What follows belongs to an exercise in optimizing a design on an open flow for small area, a short achievable clock period and few clock cycles per item; a production flow would make more cautious choices. No activity file was given, so power comes from the tool's default toggle rates.

==> module ihsp_track, before the edit <==
module ihsp_track #(
    parameter int OFFSET_BITS = 20
) (
    input  logic                   clk,
    input  logic                   rst_n,
    input  logic                   take,       
    input  logic                   fin,        
    input  logic [7:0]             data_byte,
    input  logic                   jfif,       
    output logic [4:0]             pos,        
    output logic                   pos_small,  
    output logic [9:1][7:0]        hist,
    input  logic [OFFSET_BITS-6:0] upper,      
    output logic                   upper_one,  
    output logic                   upper_inc,  
    input  logic [15:0]            cnt,        
    output logic                   cnt_load,   
    output logic                   cnt_dec,    
    output logic [15:0]            seg_len,
    output logic                   load,       
    output logic                   wff_next    
);
    logic [4:0]             pos_reg;
    logic                   small_reg;
    logic                   load_at_reg;    
    logic                   wait_reg;
    logic                   ff10_reg, sof10_reg, ff11_reg;
    logic                   wff_reg;
    logic                   pos13, win_bad, ovf, walk_next, saturated, step;
    logic [OFFSET_BITS-1:0] offset;
    assign pos       = pos_reg;
    assign pos_small = small_reg;
    assign pos13     = small_reg && pos_reg == 5'(ihsp_pkg::FIRST_WINDOW_END);
    assign load      = take && load_at_reg;
    assign offset    = {small_reg ? '0 : upper, pos_reg};
    assign saturated = !small_reg && (&upper) && (&pos_reg);
    assign step      = take && !fin;
    assign seg_len   = {hist[9], hist[8]};
    assign win_bad   = !ff11_reg || sof10_reg;
    assign ovf       = {{(OFFSET_BITS-16){1'b0}}, seg_len} >= ~offset;
    assign wff_next  = load_at_reg ? ff11_reg : wff_reg;
    assign walk_next = (pos13 ? jfif : 1'b1) && !win_bad && !ovf;
    assign cnt_load  = step && load_at_reg && walk_next;
    assign cnt_dec   = step && !load_at_reg && wait_reg && cnt != 16'd0;
    assign upper_one = step && small_reg && (&pos_reg);
    assign upper_inc = step && !small_reg && (&pos_reg) && !saturated;
    always_ff @(posedge clk or negedge rst_n)
    begin
        if (!rst_n)
        begin
            pos_reg     <= '0;
            small_reg   <= 1'b1;
            load_at_reg <= 1'b0;
            wait_reg    <= 1'b0;
        end
        else if (take)
        begin
            if (fin)
            begin
                pos_reg     <= '0;
                small_reg   <= 1'b1;
                load_at_reg <= 1'b0;
                wait_reg    <= 1'b0;
            end
            else
            begin
                if (!saturated)
                    pos_reg <= pos_reg + 5'd1;
                if (&pos_reg)
                    small_reg <= 1'b0;
                if (load_at_reg)
                    load_at_reg <= 1'b0;
                else
                    load_at_reg <= (small_reg && pos_reg == 5'(ihsp_pkg::FIRST_WINDOW_END - 1)) ||
                                   (wait_reg && cnt == 16'd0);
                if (load_at_reg)
                    wait_reg <= walk_next;
            end
        end
    end
    always_ff @(posedge clk)
    begin
        if (take)
        begin
            hist[1]   <= data_byte;
            for (int i = 2; i <= 9; i++)
                hist[i] <= hist[i-1];
            ff10_reg  <= hist[9] == ihsp_pkg::B_FF;
            sof10_reg <= (hist[9][7:2] == 6'b110000) || (hist[9] == 8'hC9) ||
                         (hist[9] == 8'hCA) || (hist[9] == 8'hCB);
            ff11_reg  <= ff10_reg;
        end
        if (load)
            wff_reg <= ff11_reg;
    end
endmodule
Settings: LEC_CHECK=0, CAP_MARGIN=20, CORE_MARGIN=2, CORE_UTILIZATION=65, SETUP_SLACK_MARGIN=3.3, SLEW_MARGIN=20; clock period 5.5 ns.
standard.sh (not shown) runs the stock make flow with config.mk's settings and CLKGATE_MAP_FILE= SYNTH_SCRIPT=/design/flow/synth_recipe.tcl, a recipe that flattens the netlist after the stock synthesis.
==> flow/flow/run.sh <==
#!/bin/bash
# Standard layout (the standard.sh, unchanged synthesis), with two changes:
# plain buf_1 cells as the port buffers instead of the default delay buffers, and no
# dummy loads in the clock tree.
set -euo pipefail
export BUFFER_PORTS_ARGS="-buffer_cell sky130_fd_sc_hd__buf_1"
export CTS_ARGS="-sink_clustering_enable -repair_clock_nets -dont_use_dummy_load -buf_list sky130_fd_sc_hd__clkbuf_8"
bash standard.sh > standard.log 2>&1
The first run ran to the end with no violations.
Next try:
--- a/flow/design.v
+++ b/flow/design.v
@@ -47,22 +47,20 @@
     logic                   load_at_reg;    
     logic                   wait_reg;
     logic                   ff10_reg, sof10_reg, ff11_reg;
     logic                   wff_reg;
-    logic                   pos13, win_bad, ovf, walk_next, saturated, step;
-    logic [OFFSET_BITS-1:0] offset;
+    logic                   beyond_reg;     
+    logic                   pos13, win_bad, walk_next, saturated, step;
     assign pos       = pos_reg;
     assign pos_small = small_reg;
     assign pos13     = small_reg && pos_reg == 5'(ihsp_pkg::FIRST_WINDOW_END);
-    assign load      = take && load_at_reg;
-    assign offset    = {small_reg ? '0 : upper, pos_reg};
+    assign load      = take && load_at_reg && !beyond_reg;
     assign saturated = !small_reg && (&upper) && (&pos_reg);
     assign step      = take && !fin;
     assign seg_len   = {hist[9], hist[8]};
     assign win_bad   = !ff11_reg || sof10_reg;
-    assign ovf       = {{(OFFSET_BITS-16){1'b0}}, seg_len} >= ~offset;
-    assign wff_next  = load_at_reg ? ff11_reg : wff_reg;
-    assign walk_next = (pos13 ? jfif : 1'b1) && !win_bad && !ovf;
+    assign wff_next  = (load_at_reg && !beyond_reg) ? ff11_reg : wff_reg;
+    assign walk_next = (pos13 ? jfif : 1'b1) && !win_bad;
     assign cnt_load  = step && load_at_reg && walk_next;
     assign cnt_dec   = step && !load_at_reg && wait_reg && cnt != 16'd0;
     assign upper_one = step && small_reg && (&pos_reg);
     assign upper_inc = step && !small_reg && (&pos_reg) && !saturated;
@@ -73,8 +71,9 @@
             pos_reg     <= '0;
             small_reg   <= 1'b1;
             load_at_reg <= 1'b0;
             wait_reg    <= 1'b0;
+            beyond_reg  <= 1'b0;
         end
         else if (take)
         begin
             if (fin)
@@ -82,15 +81,18 @@
                 pos_reg     <= '0;
                 small_reg   <= 1'b1;
                 load_at_reg <= 1'b0;
                 wait_reg    <= 1'b0;
+                beyond_reg  <= 1'b0;
             end
             else
             begin
                 if (!saturated)
                     pos_reg <= pos_reg + 5'd1;
                 if (&pos_reg)
                     small_reg <= 1'b0;
+                if (saturated)
+                    beyond_reg <= 1'b1;
                 if (load_at_reg)
                     load_at_reg <= 1'b0;
                 else
                     load_at_reg <= (small_reg && pos_reg == 5'(ihsp_pkg::FIRST_WINDOW_END - 1)) ||
Hold slack hardly moves.
Total power shrinks by a few percent.
Fmax grows by roughly a tenth.
Register-to-register slack improved by 330 ps.
Final cell count shrinks by a few percent.
Die area shrinks by a few percent.
Clock skew shrinks by 9.4 ps.
Synthesized cell count shrinks by a few percent.
Critical path depth shrinks by 4.
Non-clock buffer count shrinks by 2.
Routed wire length shrinks by roughly a tenth.
Via count shrinks by a few percent.
Synthesized area shrinks by a few percent.
No run of this note included a check of the RTL's function; only the layout flow was run.

separate check: timing with driven ports:
In the flow no input, the clock included, has a driving cell. The finished layouts below were timed again as built, in two steps.
Step 1 (the two cells are an assumption about what drives the block):
set clk [get_ports {clk}]
set_driving_cell -lib_cell sky130_fd_sc_hd__clkbuf_16 $clk
set_driving_cell -lib_cell sky130_fd_sc_hd__buf_2 [delete_from_list [all_inputs] $clk]
Step 2 adds t to the input delays and takes it off the output delays; t is the mean of the earliest and latest rising clock arrival at the registers after step 1. Input paths then give back, and output paths get back, about the clock's delay inside the block.
a / b / c = ideal ports / drivers / drivers and shift; a / b = the first two.
| run | t (ns) | setup slack, ns | worst hold slack (ns) | worst data-port slew with drivers (ns) |
|---|---|---|---|---|
| the first run | 0.486 | 2.803 / 2.803 / 2.633 | 0.421 / 0.421 / 0.421 | 0.05 |
| the second run | 0.489 | 3.061 / 3.077 / 2.588 | 0.423 / 0.423 / 0.423 | 0.03 |
After both steps every run listed still meets setup and hold. For the second run, which loses most, drivers alone change the setup slack by +0.016 ns; drivers and shift together by -0.473 ns.
